What follows belongs to an exercise in optimizing a design on an open flow for small area, a short achievable clock period and few clock cycles per item; a production flow would make more cautious choices. In this exercise RTL edits were held to simulation tests only and were not proved equivalent to the original. Power figures rest on the tool's default switching activity, not on a simulated workload. The clock port is modelled as an ideal driver; clocking choices that lean on that would not hold on a real chip.

File: flow/design.v
`default_nettype none
package rsdf_pkg;
    localparam int BOUND_ENTRIES  = 16;
    localparam int REMOTE_ENTRIES = 16;
    localparam int SSRC_W     = 32;
    localparam int PT_W       = 7;
    localparam int MID_W      = 64;
    localparam int MASK_W     = 64;
    localparam int IN_W       = 168;   
    localparam int OUT_W      = 8;     
    localparam int CFG_IDX_W  = 3;
    localparam int CFG_DATA_W = 64;
    localparam logic [CFG_IDX_W-1:0] CFG_MID_VALID  = 3'd0;
    localparam logic [CFG_IDX_W-1:0] CFG_MID_HI     = 3'd1;
    localparam logic [CFG_IDX_W-1:0] CFG_MID_LO     = 3'd2;
    localparam logic [CFG_IDX_W-1:0] CFG_PT_MASK_HI = 3'd3;
    localparam logic [CFG_IDX_W-1:0] CFG_PT_MASK_LO = 3'd4;
    localparam logic [1:0] REASON_NONE   = 2'd0;
    localparam logic [1:0] REASON_MID    = 2'd1;
    localparam logic [1:0] REASON_REMOTE = 2'd2;
    localparam logic [1:0] REASON_PT     = 2'd3;
endpackage
`default_nettype wire
`default_nettype none
module rtp_stream_demux_filter_core (
    input  wire logic                            i_clk,
    input  wire logic                            i_rst_n,
    input  wire logic                            s_axis_tvalid,
    output logic                                 s_axis_tready,
    input  wire logic [rsdf_pkg::IN_W-1:0]       s_axis_tdata,
    input  wire logic [0:0]                      s_axis_tuser,
    output logic                                 m_axis_tvalid,
    input  wire logic                            m_axis_tready,
    output logic [rsdf_pkg::OUT_W-1:0]           m_axis_tdata,
    input  wire logic                            i_cfg_valid,
    output logic                                 o_cfg_ready,
    input  wire logic [rsdf_pkg::CFG_IDX_W-1:0]  i_cfg_index,
    input  wire logic [rsdf_pkg::CFG_DATA_W-1:0] i_cfg_data
);
    localparam int B_N  = rsdf_pkg::BOUND_ENTRIES;
    localparam int R_N  = rsdf_pkg::REMOTE_ENTRIES;
    localparam int SW   = rsdf_pkg::SSRC_W;
    localparam int FD   = 3;                       
    logic                          r_mid_valid;
    logic [rsdf_pkg::MID_W-1:0]    r_mid_hi;
    logic [rsdf_pkg::MID_W-1:0]    r_mid_lo;
    logic [rsdf_pkg::MASK_W-1:0]   r_pt_hi;
    logic [rsdf_pkg::MASK_W-1:0]   r_pt_lo;
    logic cfg_acc, mid_wr;
    assign o_cfg_ready = 1'b1;
    assign cfg_acc     = i_cfg_valid;
    assign mid_wr      = cfg_acc && (i_cfg_index <= rsdf_pkg::CFG_MID_LO);
    always_ff @(posedge i_clk) begin
        if (!i_rst_n) begin
            r_mid_valid <= 1'b0;
            r_mid_hi    <= '0;
            r_mid_lo    <= '0;
            r_pt_hi     <= '0;
            r_pt_lo     <= '0;
        end else if (cfg_acc) begin
            case (i_cfg_index)
                rsdf_pkg::CFG_MID_VALID:  r_mid_valid <= i_cfg_data[0];
                rsdf_pkg::CFG_MID_HI:     r_mid_hi    <= i_cfg_data;
                rsdf_pkg::CFG_MID_LO:     r_mid_lo    <= i_cfg_data;
                rsdf_pkg::CFG_PT_MASK_HI: r_pt_hi     <= i_cfg_data;
                rsdf_pkg::CFG_PT_MASK_LO: r_pt_lo     <= i_cfg_data;
                default: ;
            endcase
        end
    end
    logic [B_N-1:0] r_bnd_valid;
    logic [SW-1:0]  r_bnd_ssrc [B_N];
    logic [R_N-1:0] r_rem_valid;
    logic [SW-1:0]  r_rem_ssrc [R_N];
    logic          r_tready;
    logic [1:0]    r_inflight;         
    logic          in_acc;
    logic          out_pop;
    assign s_axis_tready = r_tready;
    assign in_acc        = s_axis_tvalid && r_tready;
    logic              r_b_v;
    logic              r_b_func;
    logic [SW-1:0]     r_b_ssrc;
    logic              r_b_mp;
    logic              r_b_mm;         
    logic              r_b_ptok;
    logic [B_N-1:0]    r_b_hitb;       
    logic              r_b_hitr;       
    logic [B_N-1:0]    b_hitb_after;
    logic              b_inr_after;
    logic [SW-1:0]     in_ssrc;
    logic [6:0]        in_pt;
    logic              in_mp;
    logic [B_N-1:0]    in_cmpb;
    logic [R_N-1:0]    in_cmpr;
    logic              in_eqb;
    logic              in_ptok;
    logic              in_mm;
    assign in_ssrc = s_axis_tdata[31:0];
    assign in_pt   = s_axis_tdata[38:32];
    assign in_mp   = s_axis_tdata[39];
    always_comb begin
        for (int k = 0; k < B_N; k++) in_cmpb[k] = r_bnd_valid[k] && (r_bnd_ssrc[k] == in_ssrc);
        for (int k = 0; k < R_N; k++) in_cmpr[k] = r_rem_valid[k] && (r_rem_ssrc[k] == in_ssrc);
    end
    assign in_eqb  = r_b_v && (in_ssrc == r_b_ssrc);
    assign in_ptok = in_pt[6] ? r_pt_hi[in_pt[5:0]] : r_pt_lo[in_pt[5:0]];
    assign in_mm   = in_mp && r_mid_valid &&
                     (s_axis_tdata[103:40] == r_mid_hi) && (s_axis_tdata[167:104] == r_mid_lo);
    always_ff @(posedge i_clk) begin
        r_b_func <= s_axis_tuser[0];
        r_b_ssrc <= in_ssrc;
        r_b_mp   <= in_mp;
        r_b_mm   <= in_mm;
        r_b_ptok <= in_ptok;
        r_b_hitb <= in_eqb ? b_hitb_after : in_cmpb;
        r_b_hitr <= in_eqb ? b_inr_after  : (|in_cmpr);
    end
    logic           b_filt, fb, rem, addb, addb_ok, ovfb, other, anyb_after, inb_after;
    logic           bfull, rfull, addr, addr_ok;
    logic [B_N-1:0] bfree;
    logic [R_N-1:0] rfree;
    logic           res_pass, res_ovf;
    logic [1:0]     res_reason;
    always_comb begin
        bfree = ~r_bnd_valid & (r_bnd_valid + 1'b1);
        rfree = ~r_rem_valid & (r_rem_valid + 1'b1);
        bfull = &r_bnd_valid;
        rfull = &r_rem_valid;
        b_filt     = r_b_v && !r_b_func;
        fb         = |r_b_hitb;
        rem        = b_filt && fb && r_b_mp && !r_b_mm;
        addb       = b_filt && r_b_mm && !fb;
        addb_ok    = addb && !bfull;
        ovfb       = addb && bfull;
        other      = |(r_bnd_valid & ~r_b_hitb);
        inb_after  = (fb && !rem) || addb_ok;
        anyb_after = other || inb_after;
        res_pass   = 1'b0;
        res_reason = rsdf_pkg::REASON_NONE;
        addr       = 1'b0;
        if (r_b_func) begin
            addr = !r_b_hitr;
        end else if (anyb_after) begin
            res_pass   = inb_after;
            res_reason = inb_after ? rsdf_pkg::REASON_MID : rsdf_pkg::REASON_NONE;
        end else if (r_b_hitr) begin
            res_pass   = 1'b1;
            res_reason = rsdf_pkg::REASON_REMOTE;
        end else if (r_b_ptok) begin
            res_pass   = 1'b1;
            res_reason = rsdf_pkg::REASON_PT;
            addr       = 1'b1;
        end
        addr    = addr && r_b_v;
        addr_ok = addr && !rfull;
        res_ovf = ovfb || (addr && rfull);
        b_hitb_after = rem ? '0 : (addb_ok ? bfree : r_b_hitb);
        b_inr_after  = r_b_hitr || addr_ok;
    end
    always_ff @(posedge i_clk) begin
        if (!i_rst_n) begin
            r_bnd_valid <= '0;
            r_rem_valid <= '0;
        end else begin
            if (mid_wr) begin
                r_bnd_valid <= '0;
            end else if (rem) begin
                r_bnd_valid <= r_bnd_valid & ~r_b_hitb;
            end else if (addb_ok) begin
                r_bnd_valid <= r_bnd_valid | bfree;
            end
            if (addr_ok) begin
                r_rem_valid <= r_rem_valid | rfree;
            end
        end
    end
    always_ff @(posedge i_clk) begin
        for (int k = 0; k < B_N; k++) begin
            if (bfree[k]) r_bnd_ssrc[k] <= r_b_ssrc;
        end
        for (int k = 0; k < R_N; k++) begin
            if (rfree[k]) r_rem_ssrc[k] <= r_b_ssrc;
        end
    end
    logic [3:0]   r_q [FD];
    logic [1:0]   r_cnt;
    logic         r_out_v;
    logic [3:0]   res;
    logic [1:0]   wpos;
    assign res     = {res_ovf, res_reason, res_pass};
    assign out_pop = r_out_v && m_axis_tready;
    assign wpos    = r_cnt - {1'b0, out_pop};
    assign m_axis_tvalid = r_out_v;
    assign m_axis_tdata  = {4'b0000, r_q[0]};
    always_ff @(posedge i_clk) begin
        for (int i = 0; i < FD; i++) begin
            if (r_b_v && wpos == 2'(i)) begin
                r_q[i] <= res;
            end else if (out_pop) begin
                if (i < FD - 1) r_q[i] <= r_q[i + 1];
            end
        end
    end
    logic [1:0] cnt_n, infl_n;
    assign cnt_n  = wpos + {1'b0, r_b_v};
    assign infl_n = r_inflight + {1'b0, in_acc} - {1'b0, out_pop};
    always_ff @(posedge i_clk) begin
        if (!i_rst_n) begin
            r_b_v      <= 1'b0;
            r_cnt      <= '0;
            r_out_v    <= 1'b0;
            r_inflight <= '0;
            r_tready   <= 1'b1;
        end else begin
            r_b_v      <= in_acc;
            r_cnt      <= cnt_n;
            r_out_v    <= (cnt_n != 2'd0);
            r_inflight <= infl_n;
            r_tready   <= (infl_n < 2'(FD));
        end
    end
endmodule
`default_nettype wire
File: flow/flow/run.sh
#!/bin/bash
# Standard ORFS layout (the standard.sh) with two changes:
#  - port buffers are buf_2 cells instead of the default delay buffer
#  - CTS without dummy loads, larger sink clusters
set -euo pipefail
export BUFFER_PORTS_ARGS="-buffer_cell sky130_fd_sc_hd__buf_2"
export CTS_ARGS="-sink_clustering_enable -repair_clock_nets -dont_use_dummy_load -buf_list sky130_fd_sc_hd__clkbuf_16 -sink_clustering_size 30 -sink_clustering_max_diameter 100"
bash standard.sh finish > flow_make.log 2>&1
File: flow/standard.sh
#!/bin/bash
# synth_recipe.tcl (not shown) runs the flow's synth.tcl, then flattens the netlist and writes it again
# the make line also repeats each setting of config.mk as NAME=value (left out here)
make -C /OpenROAD-flow-scripts/flow DESIGN_CONFIG=/design/flow/config.mk WORK_HOME=/design/flow/orfs CLKGATE_MAP_FILE= SYNTH_SCRIPT=/design/flow/synth_recipe.tcl "${@:-finish}"
File: flow/config.mk
export PLATFORM = sky130hd
export DESIGN_NAME = rtp_stream_demux_filter_core
export DESIGN_NICKNAME = rtp_stream_demux_filter_core
export VERILOG_FILES = /design/flow/design.v
export SDC_FILE = /design/flow/constraint.sdc
export NUM_CORES = 4
export LEC_CHECK = 0
export CAP_MARGIN = 0
export CORE_MARGIN = 2
export CORE_UTILIZATION = 60
export SETUP_SLACK_MARGIN = 2.6
export SLEW_MARGIN = 0
File: flow/constraint.sdc
create_clock -name core_clock -period 5.0 [get_ports {i_clk}]
set_input_delay 1.0000 -clock core_clock [delete_from_list [all_inputs] [get_ports {i_clk}]]
set_output_delay 1.0000 -clock core_clock [all_outputs]
set_load 0.01 [all_outputs]
==> impl_metrics.ini, run 1 <==
[run_status]
status = timing/DRC/antenna clean

[die]
die_w_um = 317.3
die_y_um = 317.3
core_area_um2 = 96990
rows = 114
initial_core_util = 0.6071
pin_count = 252
dieArea_um2 = 100700

[run]
maxCapViolations = 0

[detailed_routing]
vias = 38010
via_per_inst = 6.392
drtIter0Drc = 5339
routedWlPerCell_um = 32.07
drc = 0
drtAntennaViolNets = 0
firstDrtPassIters = 7
routed_wl_um = 190700

[clock_tree]
clock_path_buffers = 3
cts.sink_count = 1385
clk_pin_slew_ns = 0.11
clk_latency_ns = 0.71
htreeDepth = 2
clockRootBuffer = clkbuf_16
postCtsHoldBufs = 0
cts_buffers = 52
cts_tree = done

[yosys]
synth_top_family_by_area = XOR/XNOR gates
synth_edf_count = 1052
ys_top_cells_by_count = edfxtp_1, xnor2_1, nand2_1
ys_seq_area_frac = 0.6497
async_flop_share = 0
synth_xor_area_frac = 0.1679
synth_top_area_cell = edfxtp_1
synth-seq-cells = 1385
ys_top_cells_by_area = edfxtp_1, xnor2_1, dfxtp_1
netlist_area_um2 = 58880
synth_top_area_frac = 0.5365
yosysMostFrequentCell = edfxtp_1
synth_mux_area_frac = 0.01719
synth-compound-area-share = 0.04943
yosysWarnings = 4
synth_cell_type_count = 53
synthCells = 4413
yosys.area_share.simple = 0.09244
synthFlopType = edfxtp_1
synthAdderAreaFrac = 0.0008500
syn_avg_cell_area_um2 = 13.34

[sta]
fin_crit_sh = 0.5783
finalSetupViolCount = 0
finalHoldViolCount = 0
fin_skew_ns = 0.03766
timing.setup.tns_ns = 0
slew-limit-headroom = 0.3541
fin_ws_ns = 2.108
final_max_slew_viol_count = 0
fmax_mhz = 345.8
worst_pin_slew_ns = 0.9669
rsz0062_at_grt = yes
min_period_ns = 2.892

[hold_path]
min_from = s_axis_tuser[0]
hp-class = input port to flop

[critical_path]
cp_max_fo = 8
crit_chain = xnor2_4 -> nand4_1 -> nor4_2 -> buf_4 -> nand4_1 -> or4_4 -> buf_6 -> buf_16 -> a311oi_1 -> a41oi_1
worstPathArrival_ns = 3.46
crit-reg2reg-launch = r_b_ssrc[4]
crit_path_max_incr_delay_ns = 0.59
crit_path_start_kind = flop
crit_start = r_b_ssrc[4]
crit_path_end_kind = flop
worst_ep_required_time_ns = 5.57
critPathKind = flop to flop
cpMostUsedCell = nand4_1
slowest_stage = or4_4

[global_routing]
track_usage = 0.3776
grt_pass1_wl_um = 265500
antenna_found_initial = 13
grt_pass1_vias = 35880
grt_max_degree = 181
grt_overflow_total = 0

[placed_design]
post-place-ws_ns = 1.076
portBuffers = 246
dp_hpwl_um = 111000
place_congestion = 0.9654

[cells_and_area]
area_growth_pct = 10.70
fin_nets = 4914
drive_above_1_share = 0.1526

[power]
p_per_area_nw_per_um2 = 304.3
finalPower_mw = 19.83
p_leak_nw = 20.58
peakVddDrop_v = 0.0003564
==> metal layers <==
| layer | wire length [um] | track usage |
|---|---|---|
| met5 | 33 | 0 |
| met2 | 90960 | 0.6222 |
| met1 | 72800 | 0.5199 |
| met3 | 19700 | 0.05269 |
| met4 | 7240 | 0.1278 |
==> worst max-delay path: cells and delay by family (launching register included) <==
family,cells,cell delay [ns]
compound gates,2,0.29
xor+xnor,1,0.18
buf+inv,3,0.50
flops,1,0.39
simple gates,4,1.39
==> worst paths after layout <==
kind	endpoint	slack, ns	cells after the start
worst max-delay path	r_b_hitr	2.11	10
worst min-delay path	r_b_func	0.41	1
worst max register to register	r_b_hitr	2.11	10
worst min register to register	r_pt_hi[58]	0.46	2
==> kinds of logic after synthesis <==
logic type	count (synthesis)
and+or+nand+nor	1134
muxes	48
xor gates and xnor gates	1129
buffers and inverters	322
other	2
adders and majority gates	4
AOI/OAI and AO/OA	389
DFF	1385
==> where the power goes <==
part / switching (mW) / total [mW] / leakage [nW] / internal, mW
logic: 1.31 / 1.98 / 7.61 / 0.668
clock network: 3.37 / 5.25 / 0.641 / 1.88
registers: 0.0897 / 12.6 / 12.3 / 12.5
==> layout make-up <==
| class | count | area [um^2] |
|---|---|---|
| antenna | 4 | 10.01 |
| inverter | 76 | 289.0 |
| sequential | 1385 | 38330 |
| multi-input combinational | 2717 | 20190 |
| tap | 1276 | 1597 |
| timing repair buffer | 437 | 3460 |
| fill | 7185 | 31810 |
| clock buffer | 52 | 1301 |
==> sequential cells by signal, summed over array words and instances (netlist names), 2 cells and up <==
name / cells
r_b_hitb: 16
r_b_ssrc: 32
r_bnd_ssrc: 512
r_bnd_valid: 16
r_cnt: 2
r_inflight: 2
r_mid_hi: 64
r_mid_lo: 64
r_pt_hi: 64
r_pt_lo: 64
r_q: 12
r_rem_ssrc: 512
r_rem_valid: 16
==> through the flow <==
step / instance area [um^2] / std cells / hold WS (ns) / utilization
after global routing: 65170 / 5943 / 0.3933 / 0.6719
after floorplan: 59520 / 4416 / 0.4402 / -
after global placement: 62290 / 5830 / 0.4494 / 0.6422
after CTS: 64680 / 5926 / 0.3793 / 0.6668
final: 65180 / 5947 / 0.4081 / 0.6720
after detailed placement: 62290 / 5830 / 0.4544 / 0.6422
==> timing repair <==
action / CTS / global route
gates cloned: 15 / 0
endpoints found under the setup margin: 476 / 393
buffers inserted: 29 / 17
gates resized for setup: 135 / 64
pin swaps: 20 / 13
==> placed cells by master (no fill, tap or decap), types with 10 or more instances in the layout <==
master and count:
inv_1 75, clkbuf_16 52, nor4_1 113, nor2_2 18, nand3_1 48, xor2_1 295
nor2_4 15, mux4_2 42, o22ai_1 24, nand4_1 230, xnor2_1 827, nor3_1 18
o21a_1 14, nand2_4 10, dfxtp_1 285, nand2b_1 12, nor2_1 23, buf_4 137
nor4_2 22, buf_12 33, buf_2 225, buf_6 26, dfxtp_2 43, a221oi_1 17
a21boi_0 261, nand2_1 569, o2bb2ai_1 12, edfxtp_1 1052
Testbench counts, summed over its fixed seeds: cycles 4,816, items 4,800.
==> run 2, diff against run 1 <==
--- a/flow/design.v
+++ b/flow/design.v
@@ -50,23 +50,20 @@
     assign o_cfg_ready = 1'b1;
     assign cfg_acc     = i_cfg_valid;
     assign mid_wr      = cfg_acc && (i_cfg_index <= rsdf_pkg::CFG_MID_LO);
-    always_ff @(posedge i_clk) begin
-        if (!i_rst_n) begin
-            r_mid_valid <= 1'b0;
-            r_mid_hi    <= '0;
-            r_mid_lo    <= '0;
-            r_pt_hi     <= '0;
-            r_pt_lo     <= '0;
-        end else if (cfg_acc) begin
-            case (i_cfg_index)
-                rsdf_pkg::CFG_MID_VALID:  r_mid_valid <= i_cfg_data[0];
-                rsdf_pkg::CFG_MID_HI:     r_mid_hi    <= i_cfg_data;
-                rsdf_pkg::CFG_MID_LO:     r_mid_lo    <= i_cfg_data;
-                rsdf_pkg::CFG_PT_MASK_HI: r_pt_hi     <= i_cfg_data;
-                rsdf_pkg::CFG_PT_MASK_LO: r_pt_lo     <= i_cfg_data;
-                default: ;
-            endcase
-        end
+    logic [rsdf_pkg::CFG_DATA_W-1:0] cfg_d;
+    logic [4:0]                      cfg_en;
+    assign cfg_d = i_cfg_data & {rsdf_pkg::CFG_DATA_W{i_rst_n}};
+    always_comb begin
+        for (int i = 0; i < 5; i++) begin
+            cfg_en[i] = !i_rst_n || (cfg_acc && i_cfg_index == 3'(i));
+        end
+    end
+    always_ff @(posedge i_clk) begin
+        if (cfg_en[rsdf_pkg::CFG_MID_VALID])  r_mid_valid <= cfg_d[0];
+        if (cfg_en[rsdf_pkg::CFG_MID_HI])     r_mid_hi    <= cfg_d;
+        if (cfg_en[rsdf_pkg::CFG_MID_LO])     r_mid_lo    <= cfg_d;
+        if (cfg_en[rsdf_pkg::CFG_PT_MASK_HI]) r_pt_hi     <= cfg_d;
+        if (cfg_en[rsdf_pkg::CFG_PT_MASK_LO]) r_pt_lo     <= cfg_d;
     end
     logic [B_N-1:0] r_bnd_valid;
     logic [SW-1:0]  r_bnd_ssrc [B_N];
@@ -86,8 +83,9 @@
     logic              r_b_ptok;
     logic [B_N-1:0]    r_b_hitb;       
     logic              r_b_hitr;       
-    logic [B_N-1:0]    b_hitb_after;
-    logic              b_inr_after;
+    logic [B_N-1:0]    b_brm;
+    logic [B_N-1:0]    b_bwr;
+    logic              b_rwr;
     logic [SW-1:0]     in_ssrc;
     logic [6:0]        in_pt;
     logic              in_mp;
@@ -113,8 +111,8 @@
         r_b_mp   <= in_mp;
         r_b_mm   <= in_mm;
         r_b_ptok <= in_ptok;
-        r_b_hitb <= in_eqb ? b_hitb_after : in_cmpb;
-        r_b_hitr <= in_eqb ? b_inr_after  : (|in_cmpr);
+        r_b_hitb <= (in_cmpb & ~b_brm) | (b_bwr & {B_N{in_eqb}});
+        r_b_hitr <= (|in_cmpr) | (b_rwr && in_eqb);
     end
     logic           b_filt, fb, rem, addb, addb_ok, ovfb, other, anyb_after, inb_after;
     logic           bfull, rfull, addr, addr_ok;
@@ -155,8 +153,9 @@
         addr    = addr && r_b_v;
         addr_ok = addr && !rfull;
         res_ovf = ovfb || (addr && rfull);
-        b_hitb_after = rem ? '0 : (addb_ok ? bfree : r_b_hitb);
-        b_inr_after  = r_b_hitr || addr_ok;
+        b_brm = r_b_hitb & {B_N{rem}};
+        b_bwr = bfree & {B_N{addb_ok}};
+        b_rwr = addr_ok;
     end
     always_ff @(posedge i_clk) begin
         if (!i_rst_n) begin
==> flow/flow/run.sh (replaced) <==
#!/bin/bash
# Standard ORFS layout (the standard.sh) with two changes:
#  - port buffers are buf_2 cells instead of the default delay buffer
#  - CTS without dummy loads, clkbuf_8 clock buffers
set -euo pipefail
export BUFFER_PORTS_ARGS="-buffer_cell sky130_fd_sc_hd__buf_2"
export CTS_ARGS="-sink_clustering_enable -repair_clock_nets -dont_use_dummy_load -buf_list sky130_fd_sc_hd__clkbuf_8"
bash standard.sh finish > flow_make.log 2>&1
==> run 2 against run 1 <==
  * Fmax grew 5.6%
  * Area after synthesis shrank 2.4%
  * Register-to-register slack gained 0.15 ns
  * Critical path depth shrank 3
  * Still clean
  * Sequential share of layout area grew 3.7 points
  * Clock power grew 46%
==> impl_metrics.ini, run 2 <==
[critical_path]
worst_ep_required_time_ns = 5.79
crit_path_end_kind = flop
critPathKind = flop to flop
crit-reg2reg-launch = r_b_ssrc[8]
reg2reg_depth = 7
cp_max_fo = 8
cp_top_family = simple AND/OR/NAND/NOR gates
r2r_end = r_b_hitb[7]
worstPathArrival_ns = 3.52
crit_path_max_incr_delay_ns = 0.59
worst-path-buf-inv = 0
r2r_setup_slack_ns = 2.26
slowest_stage = or4_4
crit_path_start_kind = flop
cpMostUsedCell = nand4_1
crit_chain = xnor2_4 -> nand4_1 -> nor4_4 -> nand4_1 -> or4_4 -> or3_4 -> o31ai_4

[die]
pin_count = 252
die_w_um = 313.4
dieArea_um2 = 98240
die_y_um = 313.4
rows = 113
core_area_um2 = 95010
initial_core_util = 0.6047

[cells_and_area]
fin_nets = 4328
drive_above_1_share = 0.2085
layout_common_cells = edfxtp_1, xnor2_1, xor2_1, buf_2, nand4_1
finish.utilization = 0.6863
mostFrequentLayoutCell = edfxtp_1
area_growth_pct = 13.51
largestRegisters = r_bnd_ssrc: 512 flops, r_rem_ssrc: 512 flops

[detailed_routing]
drtIter0Drc = 5265
drc = 0
via_per_inst = 6.504
vias = 34820
drtAntennaViolNets = 0
routedWlPerCell_um = 34.36
firstDrtPassIters = 6
routed_wl_um = 183900

[sta]
timing.setup.tns_ns = 0
worst_pin_slew_ns = 1.110
finalSetupViolCount = 0
fin_ws_ns = 2.262
min_period_ns = 2.738
slew-limit-headroom = 0.2597
fin_crit_sh = 0.5476
fin_skew_ns = 0.05189
finalHoldViolCount = 0
whs_ns = 0.2532
rsz0062_at_grt = yes
fmax_mhz = 365.3
final_max_slew_viol_count = 0

[yosys]
synth_edf_count = 1293
yosysWarnings = 4
ys_seq_area_frac = 0.7079
synth-seq-cells = 1385
netlist_area_um2 = 57450
ys_top_cells_by_count = edfxtp_1, xnor2_1, xor2_1
synthCells = 3603
ys_top_cells_by_area = edfxtp_1, xnor2_1, xor2_1
synth_top_area_frac = 0.6758
syn_avg_cell_area_um2 = 15.95
synth_cell_type_count = 64
yosysMostFrequentCell = edfxtp_1
synthFlopType = edfxtp_1
synth_top_area_cell = edfxtp_1
async_flop_share = 0

[hold_path]
hold_path_depth = 1
hp-class = input port to flop
min_from = s_axis_tuser[0]
hold_end = r_b_func

[placed_design]
portBuffers = 246
post-place-ws_ns = 0.6137
place_congestion = 0.9677
dp_hpwl_um = 102700

[global_routing]
antenna_found_initial = 18
track_usage = 0.3765
grt_overflow_total = 0
grt_pass1_wl_um = 255000
grt_max_degree = 101
grt_pass1_vias = 34500

[power]
switching_share = 0.2371
p_leak_nw = 20.94
peakVddDrop_v = 0.0002932
p_comb_frac = 0.092
p_per_area_nw_per_um2 = 352.6
seqPwrFrac = 0.574
switchingPower_mw = 5.453
p_int_mw = 17.54
pwr-share-clk = 0.334
finalPower_mw = 23.00

[clock_tree]
cts_tree = done
postCtsHoldBufs = 0
clockRootBuffer = clkbuf_8
htreeDepth = 4
cts_buffers = 215
clk_pin_slew_ns = 0.06
cts.sink_count = 1385
clk_latency_ns = 0.89
clock_path_buffers = 3

[run]
maxCapViolations = 0

[run_status]
status = timing/DRC/antenna clean
run 2: cell types whose count changed after synthesis, sizes merged, moves of 9 or more:
cell	previous run	this run
a21boi	261	9
nand2	582	58
nor4	140	121
nand4	230	239
dfxtp	333	92
and2	6	69
clkbuf	146	84
xor2	295	268
edfxtp	1052	1293
buf	100	81
o31ai	1	14
xnor2	834	862
run 2: worst max path at each step:
stage / startpoint / to / slack, ns / depth (start not counted)
after floorplan: i_cfg_valid / r_mid_hi[0] / 1.84 / 2
after global placement: s_axis_tdata[28] / r_b_hitb[3] / 0.59 / 8
after detailed placement: s_axis_tdata[8] / r_b_hitb[2] / 0.61 / 8
after CTS: r_b_ssrc[28] / r_b_hitb[7] / 2.32 / 7
after global routing: r_b_ssrc[8] / r_b_hitb[6] / 2.31 / 7
final: r_b_ssrc[8] / r_b_hitb[7] / 2.26 / 7
run 2: cell type report:
type | instances | area (um^2)
flip-flops and latches | 1385 | 40770
fillers | 6475 | 29800
multi-input cells | 1985 | 16540
repair buffers | 417 | 3023
clock buffers | 215 | 2959
well taps | 1265 | 1583
inverters | 78 | 309.0
diodes | 7 | 17.52
repair inverters | 1 | 8.758
run 2: kinds of logic (layout without fill, tap and decap cells):
family	Yosys count	in the layout	share of synthesized area
DFF	1385	1385	0.7079
adders and majority gates	4	4	0.0008712
muxes	51	51	0.01803
other	2	12	0.0001307
and+or+nand+nor	640	647	0.06405
xor gates and xnor gates	1130	1130	0.1723
buffers and inverters	243	711	0.01747
AOI/OAI and AO/OA	148	148	0.01927
run 2: layer usage:
layer	share of wire	vias up	GRT usage	wire length, um
met3	0.11	479	0.07640	20960
met1	0.38	17760	0.5236	69480
met4	0.042	2	0.1529	7776
met2	0.47	2467	0.5891	85690
met5	0.000071	-	0	13
li1	-	14110	-	-
run 2: power groups by stage:
stage	Sequential (mW)	Combinational, mW	Clock, mW
after floorplan	13.4	1.09	0
after global placement	13.4	1.97	0
after detailed placement	13.4	2.01	0
after CTS	13.2	2.07	7.72
after global routing	13.2	2.19	8.18
final	13.2	2.11	7.69
run 2: worst register-to-register path, cell delays in order, from the launching register on:
cell     delay (ns)
dfxtp_2        0.35
xnor2_4        0.23
nand4_1        0.28
nor4_4         0.28
nand4_1        0.14
or4_4          0.59
or3_4          0.57
o31ai_4        0.21
run 2: through the flow:
| stage | std cells | instance area, um^2 |
|---|---|---|
| after floorplan | 3606 | 58080 |
| after global placement | 5080 | 60950 |
| after detailed placement | 5080 | 60950 |
| after CTS | 5324 | 64740 |
| after global routing | 5351 | 65200 |
| final | 5353 | 65210 |
run 2: timing repair:
action | 4_1_cts | 5_1_grt
pin swaps | 22 | 25
hold endpoints to repair | 0 | 0
endpoints found under the setup margin | 289 | 234
gates resized for setup | 125 | 66
cloned | 8 | 1
setup buffers | 21 | 21
Testbench counts of run 2, summed over its fixed seeds: cycles 4,816, items 4,800.
==> run 3, diff against run 2 <==
==> flow/flow/run.sh (replaced) <==
#!/bin/bash
# Standard ORFS layout (the standard.sh) with two changes:
#  - port buffers are buf_2 cells instead of the default delay buffer
#  - CTS without dummy loads, sink clusters of up to 20 within 60 um
set -euo pipefail
export BUFFER_PORTS_ARGS="-buffer_cell sky130_fd_sc_hd__buf_2"
export CTS_ARGS="-sink_clustering_enable -repair_clock_nets -dont_use_dummy_load -buf_list sky130_fd_sc_hd__clkbuf_16 -sink_clustering_size 20 -sink_clustering_max_diameter 60"
bash standard.sh finish > flow_make.log 2>&1
==> run 3 against run 2 <==
  * Synthesized cell count unchanged
  * Critical endpoint unchanged
  * Final cell count down 2.2%
  * Design area down 0.40%
  * Critical path type is now input port to flop
  * Fmax down 0.79%
  * Worst setup slack worse by 0.022 ns
  * Non-clock buffer count down 9
  * Area after synthesis unchanged
  * Combinational power about the same
  * Die area unchanged
  * Highest routed layer unchanged
  * Total power down 1.2%
  * Sequential share of layout area up 0.24 points
  * Routed wire length down 0.35%
  * Still clean
==> impl_metrics.ini, run 3 <==
[critical_path]
worstPathArrival_ns = 3.34
crit_path_end_kind = flop
crit_path_start_kind = input port
worst_ep_required_time_ns = 5.58
crit-reg2reg-launch = r_b_ssrc[26]
crit_start = s_axis_tdata[8]
r2r_setup_slack_ns = 2.27
critPathKind = input port to flop
cp_max_fo = 8

[detailed_routing]
vias = 34310
firstDrtPassIters = 6
routedWlPerCell_um = 35.02
drtAntennaViolNets = 0
drtIter0Drc = 5555
via_per_inst = 6.557
routed_wl_um = 183300
drc = 0

[yosys]
ys_top_cells_by_area = edfxtp_1, xnor2_1, xor2_1
yosys.area_share.simple = 0.06405
synthCells = 3603
synth_top_area_cell = edfxtp_1
ys_top_cells_by_count = edfxtp_1, xnor2_1, xor2_1
netlist_area_um2 = 57450
syn_avg_cell_area_um2 = 15.95
synth-seq-cells = 1385
yosysWarnings = 4
synthAdderAreaFrac = 0.0008712
synth_top_area_frac = 0.6758
synthFlopType = edfxtp_1
synth_edf_count = 1293
synth_top_family_by_area = XOR/XNOR gates
synth_cell_type_count = 64
synth_xor_area_frac = 0.1723
async_flop_share = 0
synth_mux_area_frac = 0.01803
yosysMostFrequentCell = edfxtp_1
ys_seq_area_frac = 0.7079
synth-compound-area-share = 0.01927

[sta]
min_period_ns = 2.760
final_max_slew_viol_count = 0
fin_crit_sh = 0.5519
finalHoldViolCount = 0
fmax_mhz = 362.4
timing.setup.tns_ns = 0
slew-limit-headroom = 0.3450
fin_skew_ns = 0.07272
whs_ns = 0.4439
rsz0062_at_grt = yes
finalSetupViolCount = 0
worst_pin_slew_ns = 0.9826

[cells_and_area]
largestRegisters = r_bnd_ssrc: 512 flops, r_rem_ssrc: 512 flops
fillCellCount = 6438
layout_common_cells = edfxtp_1, xnor2_1, xor2_1, nand4_1, buf_2
instances_no_fill = 5233
seqCellArea_um2 = 40760
drive_above_1_share = 0.1879
finish.utilization = 0.6836
multi_input_area_um2 = 16620
area_growth_pct = 13.05
fin_nets = 4211
mostFrequentLayoutCell = edfxtp_1

[placed_design]
place_congestion = 0.9677
portBuffers = 246
dp_hpwl_um = 102700
dp_cells = 5080

[run_status]
status = timing/DRC/antenna clean

[power]
peakVddDrop_v = 0.0003404
p_comb_frac = 0.094
pwr-share-clk = 0.326
switching_share = 0.2300
finalPower_mw = 22.72
p_leak_nw = 20.70
p_per_area_nw_per_um2 = 349.8
switchingPower_mw = 5.225
seqPwrFrac = 0.580
p_int_mw = 17.49

[global_routing]
track_usage = 0.3743
grt.met1_usage = 0.5245
busiest_layer = met2
grt_use_met3 = 0.06854
grt_pass1_vias = 33620
antenna_found_initial = 13
use_met2 = 0.5960
grt_pass1_wl_um = 253600
grt_max_degree = 102
grt_overflow_total = 0

[clock_tree]
cts_tree = done
clk_latency_ns = 0.72
cts.sink_count = 1385
clk_pin_slew_ns = 0.07
cts_buffers = 106
clockRootBuffer = clkbuf_16
clock_path_buffers = 3
htreeDepth = 3

[hold_path]
min_from = s_axis_tuser[0]
hp-class = input port to flop

[die]
dieArea_um2 = 98240
die_y_um = 313.4
pin_count = 252
core_area_um2 = 95010
rows = 113
initial_core_util = 0.6047
die_w_um = 313.4

[run]
maxCapViolations = 0
## run 3: changes by cell type in the layout (fill, tap and decap cells not counted), moves of 4 or more
| cell | delta |
|---|---|
| buf_4 | -12 |
| dfxtp_2 | +7 |
| dfxtp_4 | -5 |
| clkbuf_8 | -213 |
| clkbuf_16 | +105 |
| nor4_1 | -4 |
| buf_6 | +8 |
| buf_8 | -4 |
| buf_2 | -5 |
## run 3: critical path, stage by stage
cell and delay, ns:
buf_2 0.16, xnor2_4 0.22, nand4_1 0.25, nor4_4 0.23
nand4_1 0.12, or4_4 0.59, or3_4 0.51, o31ai_4 0.23
## run 3: final timing paths
check                                       to  depth (start not counted)
worst max register to register     r_b_hitb[7]                          7
worst max-delay path               r_b_hitb[7]                          8
worst min register to register  r_rem_valid[2]                          2
worst min-delay path                  r_b_func                          1
## run 3: timing repair
action / 4_1_cts / 5_1_grt
pin swaps: 28 / 23
buffers inserted: 23 / 9
hold buffers: 0 / 0
resized for setup: 115 / 102
endpoints found under the setup margin: 282 / 214
cloned: 11 / 0
## run 3: area by class of cell
| cell class | instances | area share |
|---|---|---|
| Antenna cell | 4 | 0.0001541 |
| Clock buffer | 106 | 0.04084 |
| Inverter | 78 | 0.004758 |
| Multi-Input combinational cell | 1986 | 0.2560 |
| Sequential cell | 1385 | 0.6275 |
| Tap cell | 1265 | 0.02437 |
| Timing Repair Buffer | 408 | 0.04624 |
| Timing Repair inverter | 1 | 0.0001349 |
## run 3: logic make-up (layout without fill, tap and decap cells)
| group | after synthesis | count (layout) |
|---|---|---|
| buffers and inverters | 243 | 593 |
| other | 2 | 9 |
| AOI/OAI and AO/OA | 148 | 149 |
| muxes | 51 | 51 |
| xor gates and xnor gates | 1130 | 1130 |
| DFF | 1385 | 1385 |
| and+or+nand+nor | 640 | 647 |
| adders and majority gates | 4 | 4 |
## run 3: power by group through the flow
stage	clock (mW)	combinational (mW)	sequential, mW
final	7.40	2.13	13.2
after global routing	7.85	2.21	13.2
after CTS	7.45	2.08	13.2
after detailed placement	0	2.01	13.4
after global placement	0	1.97	13.4
after floorplan	0	1.09	13.4
## run 3: per-layer routing
layer / up-vias / share of wire
met3: 434 / 0.12
met1: 17600 / 0.37
met5: - / 0.000076
met4: 2 / 0.042
li1: 13900 / -
met2: 2375 / 0.47
## run 3: through the flow
stage               cell area, um^2  setup slack [ns]
floorplan                     58080             1.841
global placement              60950            0.5878
detailed placement            60950            0.6137
CTS                           64520             2.258
global route                  64940             2.283
finish                        64950             2.240
==> run 4, diff against run 3 <==
--- a/flow/design.v
+++ b/flow/design.v
@@ -81,11 +81,14 @@
     logic              r_b_mp;
     logic              r_b_mm;         
     logic              r_b_ptok;
-    logic [B_N-1:0]    r_b_hitb;       
-    logic              r_b_hitr;       
-    logic [B_N-1:0]    b_brm;
-    logic [B_N-1:0]    b_bwr;
-    logic              b_rwr;
+    logic [B_N-1:0]    r_b_cmpb;       
+    logic              r_b_fcmpb;      
+    logic              r_b_cmpr;       
+    logic              r_b_eqp;        
+    logic [B_N-1:0]    r_p_bwr;
+    logic              r_p_addb;
+    logic              r_p_rem;
+    logic              r_p_rwr;
     logic [SW-1:0]     in_ssrc;
     logic [6:0]        in_pt;
     logic              in_mp;
@@ -111,9 +114,14 @@
         r_b_mp   <= in_mp;
         r_b_mm   <= in_mm;
         r_b_ptok <= in_ptok;
-        r_b_hitb <= (in_cmpb & ~b_brm) | (b_bwr & {B_N{in_eqb}});
-        r_b_hitr <= (|in_cmpr) | (b_rwr && in_eqb);
-    end
+        r_b_cmpb  <= in_cmpb;
+        r_b_fcmpb <= |in_cmpb;
+        r_b_cmpr  <= |in_cmpr;
+        r_b_eqp   <= in_eqb;
+    end
+    logic [B_N-1:0] hitb;              
+    logic           hitr;              
+    logic [B_N-1:0] bwr;
     logic           b_filt, fb, rem, addb, addb_ok, ovfb, other, anyb_after, inb_after;
     logic           bfull, rfull, addr, addr_ok;
     logic [B_N-1:0] bfree;
@@ -125,24 +133,26 @@
         rfree = ~r_rem_valid & (r_rem_valid + 1'b1);
         bfull = &r_bnd_valid;
         rfull = &r_rem_valid;
+        hitb       = (r_b_cmpb & ~{B_N{r_b_eqp && r_p_rem}}) | (r_p_bwr & {B_N{r_b_eqp}});
+        fb         = (r_b_fcmpb && !(r_b_eqp && r_p_rem)) || (r_b_eqp && r_p_addb);
+        hitr       = r_b_cmpr || (r_b_eqp && r_p_rwr);
         b_filt     = r_b_v && !r_b_func;
-        fb         = |r_b_hitb;
         rem        = b_filt && fb && r_b_mp && !r_b_mm;
         addb       = b_filt && r_b_mm && !fb;
         addb_ok    = addb && !bfull;
         ovfb       = addb && bfull;
-        other      = |(r_bnd_valid & ~r_b_hitb);
+        other      = |(r_bnd_valid & ~hitb);
         inb_after  = (fb && !rem) || addb_ok;
         anyb_after = other || inb_after;
         res_pass   = 1'b0;
         res_reason = rsdf_pkg::REASON_NONE;
         addr       = 1'b0;
         if (r_b_func) begin
-            addr = !r_b_hitr;
+            addr = !hitr;
         end else if (anyb_after) begin
             res_pass   = inb_after;
             res_reason = inb_after ? rsdf_pkg::REASON_MID : rsdf_pkg::REASON_NONE;
-        end else if (r_b_hitr) begin
+        end else if (hitr) begin
             res_pass   = 1'b1;
             res_reason = rsdf_pkg::REASON_REMOTE;
         end else if (r_b_ptok) begin
@@ -153,9 +163,13 @@
         addr    = addr && r_b_v;
         addr_ok = addr && !rfull;
         res_ovf = ovfb || (addr && rfull);
-        b_brm = r_b_hitb & {B_N{rem}};
-        b_bwr = bfree & {B_N{addb_ok}};
-        b_rwr = addr_ok;
+        bwr = bfree & {B_N{addb_ok}};
+    end
+    always_ff @(posedge i_clk) begin
+        r_p_bwr  <= bwr;
+        r_p_addb <= addb_ok;
+        r_p_rem  <= rem;
+        r_p_rwr  <= addr_ok;
     end
     always_ff @(posedge i_clk) begin
         if (!i_rst_n) begin
@@ -165,9 +179,9 @@
             if (mid_wr) begin
                 r_bnd_valid <= '0;
             end else if (rem) begin
-                r_bnd_valid <= r_bnd_valid & ~r_b_hitb;
+                r_bnd_valid <= r_bnd_valid & ~hitb;
             end else if (addb_ok) begin
-                r_bnd_valid <= r_bnd_valid | bfree;
+                r_bnd_valid <= r_bnd_valid | bwr;
             end
             if (addr_ok) begin
                 r_rem_valid <= r_rem_valid | rfree;
==> run 4 against run 3 <==
  * Still clean on timing, DRC and antenna
  * Sequential share of layout area is essentially flat
  * Total power grew 1.1%
  * Non-clock buffer count shrank 6
  * Global-route usage shrank 0.44 points
  * Worst hold slack lost 0.037 ns
  * Critical path depth is the same
  * Sequential power is essentially flat
  * Via count grew 0.86%
  * Design area grew 1.0%
  * Largest cell class unchanged
  * Highest routed layer is now met4
==> impl_metrics.ini, run 4 <==
[clock_tree]
htreeDepth = 3
clock_path_buffers = 3
cts_tree = done
cts.sink_count = 1406
clk_latency_ns = 0.72
cts_buffers = 109
clk_pin_slew_ns = 0.08
postCtsHoldBufs = 0
clockRootBuffer = clkbuf_16

[die]
dieArea_um2 = 99720
core_area_um2 = 96570
initial_core_util = 0.6040
rows = 114
die_y_um = 315.8
pin_count = 252
die_w_um = 315.8

[detailed_routing]
routed_wl_um = 185100
drc = 0
drtIter0Drc = 5340
vias = 34610
routedWlPerCell_um = 34.64
via_per_inst = 6.478
drtAntennaViolNets = 0
firstDrtPassIters = 6

[yosys]
ys_top_cells_by_count = edfxtp_1, xor2_1, nor4_1
syn_avg_cell_area_um2 = 15.72
ys_seq_area_frac = 0.7045
synth_top_area_frac = 0.6657
ys_top_cells_by_area = edfxtp_1, xor2_1, dfxtp_1
synth_cell_type_count = 63
synth_top_area_cell = edfxtp_1
synthCells = 3710
synth_edf_count = 1293
yosysMostFrequentCell = edfxtp_1
netlist_area_um2 = 58330
synthFlopType = edfxtp_1
synth-seq-cells = 1406
yosysWarnings = 4
async_flop_share = 0

[sta]
finalHoldViolCount = 0
fin_skew_ns = 0.06621
fin_ws_ns = 2.464
timing.setup.tns_ns = 0
fin_crit_sh = 0.5071
worst_pin_slew_ns = 1.394
fmax_mhz = 394.4
rsz0062_at_grt = yes
slew-limit-headroom = 0.07086
min_period_ns = 2.536
finalSetupViolCount = 0
final_max_slew_viol_count = 0

[global_routing]
antenna_found_initial = 12
grt_overflow_total = 0
grt_max_degree = 65
track_usage = 0.3699
grt_pass1_vias = 33590
grt_pass1_wl_um = 253600

[critical_path]
crit_chain = buf_4 -> buf_6 -> xor2_1 -> nor4_2 -> nand4_1 -> nor3_4 -> nor4_1 -> nand4_1
crit_path_start_kind = input port
crit_start = s_axis_tdata[29]
slowest_stage = nor4_2
cpMostUsedCell = nand4_1
crit_path_max_incr_delay_ns = 0.47
cp_max_fo = 14
worst-path-buf-inv = 2
critPathKind = input port to flop
r2r_setup_slack_ns = 2.59
crit-reg2reg-launch = r_rem_valid[1]
worst_ep_required_time_ns = 5.62
crit_path_end_kind = flop
cp_top_family = simple AND/OR/NAND/NOR gates
worstPathArrival_ns = 3.16

[placed_design]
dp_hpwl_um = 112300
portBuffers = 246
post-place-ws_ns = 1.037
place_congestion = 0.9404

[cells_and_area]
finish.utilization = 0.6796
area_growth_pct = 12.52
layout_common_cells = edfxtp_1, xor2_1, nor4_1, buf_2, xnor2_1
mostFrequentLayoutCell = edfxtp_1
fin_nets = 4309
largestRegisters = r_bnd_ssrc: 512 flops, r_rem_ssrc: 512 flops
multi_input_area_um2 = 16830
fillCellCount = 6584
drive_above_1_share = 0.1782
seqCellArea_um2 = 41160

[power]
p_leak_nw = 22.80
p_comb_frac = 0.086
peakVddDrop_v = 0.0003587
p_per_area_nw_per_um2 = 349.9
seqPwrFrac = 0.583
p_int_mw = 17.66
switchingPower_mw = 5.306
switching_share = 0.2311
pwr-share-clk = 0.331

[run_status]
status = timing/DRC/antenna clean

[hold_path]
min_from = s_axis_tuser[0]
hp-class = input port to flop

[run]
maxCapViolations = 0
==> run 4: cell count changes after synthesis, moves of 14 or more <==
| cell | change |
|---|---|
| xor2_1 | +724 |
| mux4_2 | -18 |
| dfxtp_1 | +21 |
| nand4_1 | -165 |
| nor3_1 | +58 |
| mux2i_1 | +14 |
| a21bo_2 | +16 |
| buf_2 | +90 |
| xnor2_1 | -732 |
| nor4_1 | +127 |
| buf_1 | -50 |
| nand3_1 | +34 |
| clkbuf_1 | -35 |
==> run 4: path summary, 6_finish.rpt <==
kind,end,depth (start not counted)
worst max-delay path,r_b_fcmpb,8
worst min-delay path,r_b_func,1
worst max register to register,r_rem_ssrc[15][27],7
worst min register to register,r_b_v,2
==> run 4: cell type report <==
cell class	count	area share
repair buffers	402	0.04568
diodes	4	0.0001525
clock buffers	109	0.04156
flip-flops and latches	1406	0.6271
inverters	81	0.004690
multi-input cells	2064	0.2565
well taps	1276	0.02433
==> run 4: cells by family (layout without fill, tap and decap cells) <==
group	after synthesis	in the layout	share of synthesized area
flops	1406	1406	0.7045
xor+xnor	1122	1122	0.1685
simple gates	705	713	0.06830
buf+inv	251	592	0.01965
compound gates	170	170	0.02250
mux	50	50	0.01560
fa+ha+maj	4	4	0.0008581
other cells	2	9	0.0001288
==> run 4: what timing repair did <==
action,4_1_cts,5_1_grt
buffers inserted,21,5
endpoints found under the setup margin,490,306
gates cloned,8,1
gates resized for setup,133,48
pin swaps,15,6
==> run 4: power groups by stage <==
stage	Sequential (mW)	Clock (mW)	Combinational (mW)
2_1_floorplan	13.6	0	0.993
3_5_place_dp	13.6	0	1.89
6_report	13.4	7.59	1.98
5_1_grt	13.4	8.03	2.06
4_1_cts	13.4	7.63	1.92
3_3_place_gp	13.6	0	1.86
==> run 4: worst register-to-register path: stages (launching register included) <==
cell     delay (ns)
dfxtp_2        0.47
and4_1         0.28
nand4_1        0.21
buf_4          0.22
nor3_2         0.32
nand3_2        0.25
nor2_4         0.21
buf_4          0.16
==> run 4: routing by layer <==
metal / part of all wire / vias to the layer above / routed length [um] / global-route usage
met5: 0 / - / 0 / 0
met4: 0.040 / 0 / 7365 / 0.1364
met3: 0.11 / 390 / 21280 / 0.06664
met2: 0.46 / 2323 / 86050 / 0.5790
met1: 0.38 / 17620 / 70360 / 0.5254
li1: - / 14280 / - / -
==> run 4: stage by stage <==
| stage | total power, mW | area (um^2) | hold WS [ns] | std cells |
|---|---|---|---|---|
| floorplan | 14.61 | 58660 | 0.4743 | 3713 |
| detailed placement | 15.53 | 61740 | 0.4595 | 5194 |
| CTS | 22.95 | 65320 | 0.3790 | 5332 |
| global route | 23.50 | 65620 | 0.3931 | 5340 |
| finish | 22.96 | 65630 | 0.4069 | 5342 |
| global placement | 15.49 | 61740 | 0.4652 | 5194 |
Testbench counts of run 4, summed over its fixed seeds: cycles 4,816, items 4,800.
==> run 5, diff against run 4 <==
==> flow/flow/run.sh (replaced) <==
#!/bin/bash
# Standard ORFS layout (the standard.sh) with two changes:
#  - port buffers are buf_2 cells instead of the default delay buffer
#  - CTS without dummy loads, clkbuf_8 clock buffers
set -euo pipefail
export BUFFER_PORTS_ARGS="-buffer_cell sky130_fd_sc_hd__buf_2"
export CTS_ARGS="-sink_clustering_enable -repair_clock_nets -dont_use_dummy_load -buf_list sky130_fd_sc_hd__clkbuf_8"
bash standard.sh finish > flow_make.log 2>&1
==> run 5 against run 4 <==
  * Clock skew rose by 0.024 ns
  * Fmax increased by 3.4%
  * Total power grew 1.1%
  * Clock power is 3.3% higher
  * Sequential power hardly changed
  * Largest cell class unchanged
  * Clock-buffer cell count increased by 111
  * Area after synthesis unchanged
  * Core utilization is 0.066 points higher
  * Non-clock buffer count is 2 higher
  * Sequential share of layout area fell by 0.055 points
  * Via count grew 1.4%
==> impl_metrics.ini, run 5 <==
[run_status]
status = timing/DRC/antenna clean

[die]
rows = 114
initial_core_util = 0.6040
dieArea_um2 = 99720
die_y_um = 315.8
die_w_um = 315.8
core_area_um2 = 96570
pin_count = 252

[clock_tree]
clockRootBuffer = clkbuf_8
clock_path_buffers = 3
clk_pin_slew_ns = 0.06
clk_latency_ns = 0.92
htreeDepth = 4
cts_buffers = 220
cts.sink_count = 1406
cts_tree = done

[cells_and_area]
mostFrequentLayoutCell = edfxtp_1
design_area_um2 = 65690
drive_above_1_share = 0.1986
fin_nets = 4422
area_growth_pct = 12.63
largestRegisters = r_bnd_ssrc: 512 flops, r_rem_ssrc: 512 flops
layout_common_cells = edfxtp_1, xor2_1, nor4_1, clkbuf_8, buf_2
fillCellCount = 6621

[hold_path]
hold_path_depth = 1
hp-class = input port to flop

[sta]
fmax_mhz = 407.6
timing.setup.tns_ns = 0
slew-limit-headroom = 0.05058
whs_ns = 0.2646
fin_crit_sh = 0.4907
rsz0062_at_grt = no
fin_skew_ns = 0.08978
min_period_ns = 2.453
final_max_slew_viol_count = 0
worst_pin_slew_ns = 1.424
fin_ws_ns = 2.547
finalHoldViolCount = 0
finalSetupViolCount = 0

[yosys]
synth_cell_type_count = 63
ys_top_cells_by_count = edfxtp_1, xor2_1, nor4_1
synthFlopType = edfxtp_1
yosysMostFrequentCell = edfxtp_1
synth-seq-cells = 1406
ys_seq_area_frac = 0.7045
ys_top_cells_by_area = edfxtp_1, xor2_1, dfxtp_1
netlist_area_um2 = 58330
synthCells = 3710
async_flop_share = 0
synth_top_area_cell = edfxtp_1
synth_edf_count = 1293
syn_avg_cell_area_um2 = 15.72
synth_top_area_frac = 0.6657
yosysWarnings = 4

[power]
peakVddDrop_v = 0.0002979
p_leak_nw = 22.91
p_per_area_nw_per_um2 = 353.3

[detailed_routing]
routed_wl_um = 186000
routedWlPerCell_um = 34.10
via_per_inst = 6.434
drtIter0Drc = 5234
firstDrtPassIters = 6
drc = 0
vias = 35100
drtAntennaViolNets = 0

[critical_path]
cp_max_fo = 11
crit_path_start_kind = input port
worst_ep_required_time_ns = 5.85
crit_path_end_kind = flop
critPathKind = input port to flop
reg2reg_depth = 7
worstPathArrival_ns = 3.30

[run]
maxCapViolations = 0

[global_routing]
grt_pass1_wl_um = 255700
grt_overflow_total = 0
grt_pass1_vias = 34340
track_usage = 0.3739
grt_max_degree = 65
antenna_found_initial = 16

[placed_design]
portBuffers = 246
place_congestion = 0.9404
dpl-instance-area_um2 = 61740
dp_hpwl_um = 112300
post-place-ws_ns = 1.037
==> run 5: cell counts after synthesis <==
Identical to the previous run, type by type.
==> run 5: timing repair <==
action,4_1_cts,5_1_grt
setup buffers,29,0
cloned,8,0
gates resized for setup,85,53
hold buffers,0,0
pin swaps,18,3
endpoints found under the setup margin,437,212
==> run 5: kinds of logic (layout without fill, tap and decap cells) <==
| logic type | Yosys count | in the layout | synth area share |
|---|---|---|---|
| DFF | 1406 | 1406 | 0.7045 |
| xor gates and xnor gates | 1122 | 1122 | 0.1685 |
| and+or+nand+nor | 705 | 713 | 0.06830 |
| buffers and inverters | 251 | 705 | 0.01965 |
| AOI/OAI and AO/OA | 170 | 170 | 0.02250 |
| muxes | 50 | 50 | 0.01560 |
| adders and majority gates | 4 | 4 | 0.0008581 |
| other | 2 | 9 | 0.0001288 |
==> run 5: worst max-delay path, stage by stage <==
cell and delay, ns:
buf_4 0.29, buf_4 0.36, buf_4 0.24, xor2_1 0.08, nor4_1 0.40, nand4_1 0.29
nor3_4 0.36, nor4_1 0.12, nand4_1 0.12
==> run 5: report_power, final <==
part / internal (mW) / switching (mW) / total, mW / leakage [nW]
registers: 13.2 / 0.192 / 13.4 / 12.9
logic: 0.628 / 1.32 / 1.95 / 8.48
clock network: 3.84 / 4.00 / 7.84 / 1.58
==> run 5: cell type report <==
cell class	count	area (um^2)	area share
clock buffers	220	3028	0.04609
multi-input cells	2064	16740	0.2549
diodes	4	10.01	0.0001524
well taps	1276	1597	0.02430
inverters	81	304.0	0.004628
repair buffers	404	2848	0.04335
flip-flops and latches	1406	41160	0.6266
==> run 5: routing by layer <==
layer | up-vias | track usage | wire, um
li1 | 14470 | - | -
met1 | 17810 | 0.5256 | 71260
met2 | 2375 | 0.5828 | 86540
met3 | 433 | 0.07674 | 21000
met4 | 8 | 0.1408 | 7184
met5 | - | 0 | 51
==> run 5: stage by stage <==
step	total power, mW	instances	util
after floorplan	14.61	3713	-
after global placement	15.49	5194	0.6394
after detailed placement	15.53	5194	0.6394
after CTS	23.22	5451	0.6781
after global routing	23.82	5453	0.6802
final	23.21	5455	0.6803
==> run 5: worst paths after layout <==
| path | to | startpoint | slack, ns |
|---|---|---|---|
| max | r_b_fcmpb | s_axis_tdata[3] | 2.55 |
| min | r_b_func | s_axis_tuser[0] | 0.26 |
| max reg2reg | r_rem_ssrc[9][19] | r_rem_valid[1] | 2.60 |
| min reg2reg | r_b_v | r_tready | 0.47 |
==> run 6, diff against run 5 <==
--- a/flow/config.mk
+++ b/flow/config.mk
@@ -8,5 +8,5 @@
 export CAP_MARGIN = 0
 export CORE_MARGIN = 2
 export CORE_UTILIZATION = 60
-export SETUP_SLACK_MARGIN = 2.6
+export SETUP_SLACK_MARGIN = 3.0
 export SLEW_MARGIN = 0
==> run 6 against run 5 <==
  * Global-route usage increased by 1.7 points
  * Worst hold slack lost 0.033 ns
  * Design area is 5.4% higher
  * Combinational power grew 9%
  * Critical endpoint is now r_rem_valid[2]
==> impl_metrics.ini, run 6 <==
[critical_path]
crit-reg2reg-launch = r_b_eqp
cp_max_fo = 7
crit_path_start_kind = flop
crit_path_max_incr_delay_ns = 0.55
crit_path_end_kind = flop
crit_start = r_b_eqp
worst-path-buf-inv = 3
cp_top_family = compound AO/OA/AOI/OAI gates
r2r_end = r_rem_valid[2]
crit_chain = buf_6 -> buf_16 -> nand2_4 -> a32oi_2 -> and4_4 -> a41o_4 -> buf_12 -> nand4_4 -> o21ai_2
critPathKind = flop to flop
cp.depth = 9
crit_end = r_rem_valid[2]
slowest_stage = dfxtp_4
worstPathArrival_ns = 3.26
reg2reg_depth = 9
worst_ep_required_time_ns = 5.80
r2r_setup_slack_ns = 2.53

[yosys]
synth_top_area_cell = edfxtp_1
ys_top_cells_by_count = edfxtp_1, xor2_1, nor4_1
async_flop_share = 0
yosysMostFrequentCell = edfxtp_1
syn_avg_cell_area_um2 = 15.72
synth_top_area_frac = 0.6657
synth-seq-cells = 1406
synthCells = 3710
synth_cell_type_count = 63
netlist_area_um2 = 58330
ys_top_cells_by_area = edfxtp_1, xor2_1, dfxtp_1
synth_edf_count = 1293
yosysWarnings = 4
synthFlopType = edfxtp_1
ys_seq_area_frac = 0.7045

[cells_and_area]
area_growth_pct = 18.68
layout_common_cells = edfxtp_1, xor2_1, clkbuf_8, buf_2, nor4_1
instances_no_fill = 5603
fillCellCount = 6185
fin_nets = 4569
mostFrequentLayoutCell = edfxtp_1
drive_above_1_share = 0.2534
largestRegisters = r_bnd_ssrc: 512 flops, r_rem_ssrc: 512 flops

[global_routing]
grt_overflow_total = 0
grt_max_degree = 65
grt_pass1_vias = 35850
track_usage = 0.3905
antenna_found_initial = 15
grt_pass1_wl_um = 266900

[sta]
worst_pin_slew_ns = 1.363
fmax_mhz = 405.5
slew-limit-headroom = 0.09129
fin_skew_ns = 0.06745
min_period_ns = 2.466
timing.setup.tns_ns = 0
finalSetupViolCount = 0
finalHoldViolCount = 0
rsz0062_at_grt = yes
fin_crit_sh = 0.4932
final_max_slew_viol_count = 0

[detailed_routing]
routedWlPerCell_um = 35.25
drtIter0Drc = 5815
via_per_inst = 6.544
vias = 36670
drtAntennaViolNets = 0
drc = 0
routed_wl_um = 197500
firstDrtPassIters = 9

[die]
pin_count = 252
dieArea_um2 = 99720
rows = 114
die_y_um = 315.8
initial_core_util = 0.6040
core_area_um2 = 96570
die_w_um = 315.8

[clock_tree]
clockRootBuffer = clkbuf_8
clk_latency_ns = 0.89
cts_tree = done
cts.sink_count = 1406
htreeDepth = 4
cts_buffers = 217
postCtsHoldBufs = 0
clk_pin_slew_ns = 0.06
clock_path_buffers = 3

[hold_path]
hp-class = input port to flop

[power]
peakVddDrop_v = 0.0002895
p_per_area_nw_per_um2 = 336.9
p_leak_nw = 24.44

[placed_design]
place_congestion = 0.9646
portBuffers = 246
dp_cells = 5200
dp_hpwl_um = 112500

[run_status]
status = timing/DRC/antenna clean

[run]
maxCapViolations = 0
==> run 6: report_power, final <==
part	switching, mW	total, mW	internal, mW
sequential	0.202	13.4	13.2
combinational	1.39	2.12	0.733
clock	3.99	7.78	3.79
total	5.58	23.3	17.7
==> run 6: cells by family after synthesis <==
kind of cell / after synthesis / synth area share
mux: 50 / 0.01560
fa+ha+maj: 4 / 0.0008581
flops: 1406 / 0.7045
other cells: 2 / 0.0001288
simple gates: 705 / 0.06830
buf+inv: 251 / 0.01965
compound gates: 170 / 0.02250
xor+xnor: 1122 / 0.1685
==> run 6: worst min-delay path by stage <==
stage,startpoint,endpoint,cells after the start
final,s_axis_tuser[0],r_b_func,1
after global routing,s_axis_tuser[0],r_b_func,1
after CTS,s_axis_tuser[0],r_b_func,1
after detailed placement,r_b_ssrc[11],r_rem_ssrc[11][11],0
after global placement,r_b_ssrc[11],r_rem_ssrc[11][11],0
after floorplan,r_rem_valid[3],r_rem_valid[3],2
==> run 6: timing repair <==
action	CTS	global route
setup endpoints to repair	837	567
gates cloned	35	9
pin swaps	60	52
resized for setup	331	167
buffers inserted	105	32
==> run 6: layout make-up <==
type,count,area (um^2),share of cell area
diodes,5,12.51,0.0001808
multi-input cells,2077,17870,0.2582
clock buffers,217,2987,0.04315
inverters,81,305.3,0.004410
well taps,1276,1597,0.02306
repair buffers,541,5239,0.07568
flip-flops and latches,1406,41210,0.5953
==> run 6: routing by layer <==
layer | share of wire | GRT usage | up-vias | routed length, um
met2 | 0.47 | 0.6212 | 2765 | 92580
met1 | 0.36 | 0.5310 | 18530 | 71850
met3 | 0.12 | 0.08271 | 557 | 23810
li1 | - | - | 14820 | -
met4 | 0.047 | 0.1576 | 2 | 9271
met5 | 0.000066 | 0 | - | 13
==> run 6: per-stage QoR <==
step | hold WS (ns) | power, mW | setup WS, ns | util | area [um^2]
4_1_cts | 0.1734 | 23.22 | 2.552 | 0.7032 | 67910
2_1_floorplan | 0.4515 | 14.62 | 1.842 | - | 58850
6_report | 0.2318 | 23.32 | 2.534 | 0.7168 | 69220
3_3_place_gp | 0.4146 | 15.49 | 1.108 | 0.6408 | 61880
5_1_grt | 0.1976 | 23.91 | 2.514 | 0.7168 | 69220
3_5_place_dp | 0.4190 | 15.54 | 1.190 | 0.6408 | 61880
==> run 7, diff against run 6 <==
--- a/flow/config.mk
+++ b/flow/config.mk
@@ -7,6 +7,7 @@
 export LEC_CHECK = 0
 export CAP_MARGIN = 0
 export CORE_MARGIN = 2
-export CORE_UTILIZATION = 60
-export SETUP_SLACK_MARGIN = 3.0
+export CORE_UTILIZATION = 75
+export PLACE_DENSITY = 0.8
+export SETUP_SLACK_MARGIN = 2.6
 export SLEW_MARGIN = 0
==> run 7 against run 6 <==
  * Critical path type unchanged
  * Final cell count fell by 7.0%
  * Die area fell by 20%
  * Combinational power fell by 8%
  * Global-route usage rose by 7.7 points
  * Sequential share of layout area rose by 3.7 points
  * Highest routed layer unchanged
  * Via count rose by 2.8%
  * Flip-flop and latch count did not move
==> impl_metrics.ini, run 7 <==
[global_routing]
track_usage = 0.4680
grt_pass1_vias = 37450
antenna_found_initial = 20
grt_pass1_wl_um = 256600
grt_max_degree = 65
grt_overflow_total = 0

[die]
rows = 102
initial_core_util = 0.7554
dieArea_um2 = 80020
core_area_um2 = 77210
pin_count = 252
die_w_um = 282.9
die_y_um = 282.9

[yosys]
netlist_area_um2 = 58330
synthCells = 3710
ys_seq_area_frac = 0.7045
synth_top_area_cell = edfxtp_1
yosysMostFrequentCell = edfxtp_1
synth_cell_type_count = 63
async_flop_share = 0
ys_top_cells_by_area = edfxtp_1, xor2_1, dfxtp_1
synth_mux_area_frac = 0.01560
yosys.area_share.simple = 0.06830
syn_avg_cell_area_um2 = 15.72
synth_edf_count = 1293
synthAdderAreaFrac = 0.0008581
synth_xor_area_frac = 0.1685
synth-compound-area-share = 0.02250
synthFlopType = edfxtp_1
synth-seq-cells = 1406
synth_top_family_by_area = XOR/XNOR gates
ys_top_cells_by_count = edfxtp_1, xor2_1, nor4_1
yosysWarnings = 4
synth_top_area_frac = 0.6657

[sta]
worst_pin_slew_ns = 1.072
rsz0062_at_grt = yes
min_period_ns = 2.522
fmax_mhz = 396.6
timing.setup.tns_ns = 0
fin_skew_ns = 0.1080
fin_crit_sh = 0.5043
final_max_slew_viol_count = 0
finalSetupViolCount = 0
whs_ns = 0.2635
finalHoldViolCount = 0
slew-limit-headroom = 0.2785

[clock_tree]
clockRootBuffer = clkbuf_8
clk_latency_ns = 0.90
htreeDepth = 4
cts_buffers = 207
postCtsHoldBufs = 0
cts.sink_count = 1406
clk_pin_slew_ns = 0.06
cts_tree = done
clock_path_buffers = 3

[placed_design]
dp_hpwl_um = 109500
portBuffers = 246
place_congestion = 0.9669

[critical_path]
critPathKind = flop to flop
crit_path_start_kind = flop
cp_max_fo = 6
crit_path_end_kind = flop
worst_ep_required_time_ns = 5.52
worstPathArrival_ns = 3.04

[cells_and_area]
mostFrequentLayoutCell = edfxtp_1
fillCellCount = 3525
fin_nets = 4399
layout_common_cells = edfxtp_1, xor2_1, nor4_1, buf_2, clkbuf_8
largestRegisters = r_bnd_ssrc: 512 flops, r_rem_ssrc: 512 flops
drive_above_1_share = 0.1922
area_growth_pct = 11.69

[hold_path]
hp-class = input port to flop

[detailed_routing]
drtIter0Drc = 7117
drtAntennaViolNets = 0
vias = 37690
routedWlPerCell_um = 36.09
firstDrtPassIters = 6
via_per_inst = 7.237
drc = 0
routed_wl_um = 188000

[run_status]
status = timing/DRC/antenna clean

[run]
maxCapViolations = 0

[power]
peakVddDrop_v = 0.0004520
p_per_area_nw_per_um2 = 352.9
p_leak_nw = 22.74
## run 7: cell counts after synthesis
No cell type changed its count.
## run 7: per-stage QoR
stage | worst slack (ns) | instance area, um^2 | power, mW | utilization | instances
2_1_floorplan | 1.842 | 58660 | 14.61 | - | 3713
5_1_grt | 2.503 | 65120 | 23.41 | 0.8434 | 5197
3_5_place_dp | 1.190 | 61400 | 15.50 | 0.7953 | 4950
4_1_cts | 2.601 | 64850 | 22.79 | 0.8399 | 5186
6_report | 2.479 | 65150 | 22.99 | 0.8437 | 5208
3_3_place_gp | 1.238 | 61400 | 15.42 | 0.7953 | 4950
## run 7: per-layer routing
layer  track usage  vias to the layer above  share of wire
li1              -                    14450              -
met1        0.5905                    18120           0.31
met2        0.7066                     4061           0.45
met3        0.1493                     1052           0.17
met4        0.3065                       10          0.075
met5             0                        -        0.00039
## run 7: worst max-delay path, cell delays in order, from the launching register on
cell     delay, ns
dfxtp_1       0.68
nand4_1       0.36
nor3_1        0.49
nand2_1       0.29
nor2_4        0.22
buf_4         0.16
## run 7: layout make-up
type | instances | area [um^2] | share of cell area
Sequential cell | 1406 | 41200 | 0.6324
Timing Repair Buffer | 395 | 2819 | 0.04327
Clock buffer | 207 | 2849 | 0.04373
Inverter | 81 | 304.0 | 0.004667
Tap cell | 1040 | 1301 | 0.01997
Multi-Input combinational cell | 2063 | 16640 | 0.2554
Antenna cell | 16 | 40.04 | 0.0006146
## run 7: final timing paths
check / depth (start not counted) / to / slack (ns) / start
setup / recovery: 5 / r_rem_ssrc[14][0] / 2.48 / r_rem_valid[11]
hold reg to reg: 0 / r_rem_ssrc[11][1] / 0.43 / r_b_ssrc[1]
hold / removal: 1 / r_b_func / 0.26 / s_axis_tuser[0]
setup reg to reg: 5 / r_rem_ssrc[14][0] / 2.48 / r_rem_valid[11]
## run 7: report_power, final
part | internal, mW | switching (mW)
registers | 13.2 | 0.245
logic | 0.627 | 1.32
clock network | 3.63 | 3.95
## run 7: what timing repair did
action	CTS	global route
endpoints found under the setup margin	511	323
gates cloned	7	1
buffers inserted	22	5
resized for setup	82	54
pin swaps	15	2
## run 7: logic make-up after synthesis
group           count (synthesis)
buf+inv                       251
flops                        1406
fa+ha+maj                       4
compound gates                170
mux                            50
other cells                     2
simple gates                  705
xor+xnor                     1122

[separate check: timing with driven ports]
How much do the figures lean on ideal ports? The routed layouts below were timed once more, with nothing changed but the port constraints. Step 1 (the two cells are an assumption about what drives the block):
set clk [get_ports {i_clk}]
set_driving_cell -lib_cell sky130_fd_sc_hd__clkbuf_16 $clk
set_driving_cell -lib_cell sky130_fd_sc_hd__buf_2 [delete_from_list [all_inputs] $clk]
Step 2, shift: input delay + t, output delay - t, t = (earliest + latest rising clock arrival at the registers) / 2. This alone moves slack from input paths to output paths. Slacks: ideal / step 1 / step 2; pairs: ideal / step 1.
run	t (ns)	slack for setup (ns)	latest minus earliest clock arrival (ns)	worst slew at a driven data input, ns
run 1	0.766	2.108 / 2.108 / 1.395	0.041 / 0.041	0.36
run 2	0.938	2.262 / 2.262 / 1.417	0.056 / 0.056	0.22
run 3	0.748	2.240 / 2.271 / 1.543	0.092 / 0.091	0.32
run 4	0.754	2.464 / 2.507 / 1.753	0.094 / 0.094	0.10
run 5	0.945	2.547 / 2.591 / 1.646	0.090 / 0.090	0.10
run 6	0.931	2.534 / 2.534 / 1.954	0.071 / 0.071	0.18
run 7	0.916	2.479 / 2.479 / 1.618	0.117 / 0.117	0.12
After both steps setup and hold are still met in every run listed. For run 5, which loses most, drivers alone change the setup slack by +0.044 ns; drivers and shift together by -0.901 ns.
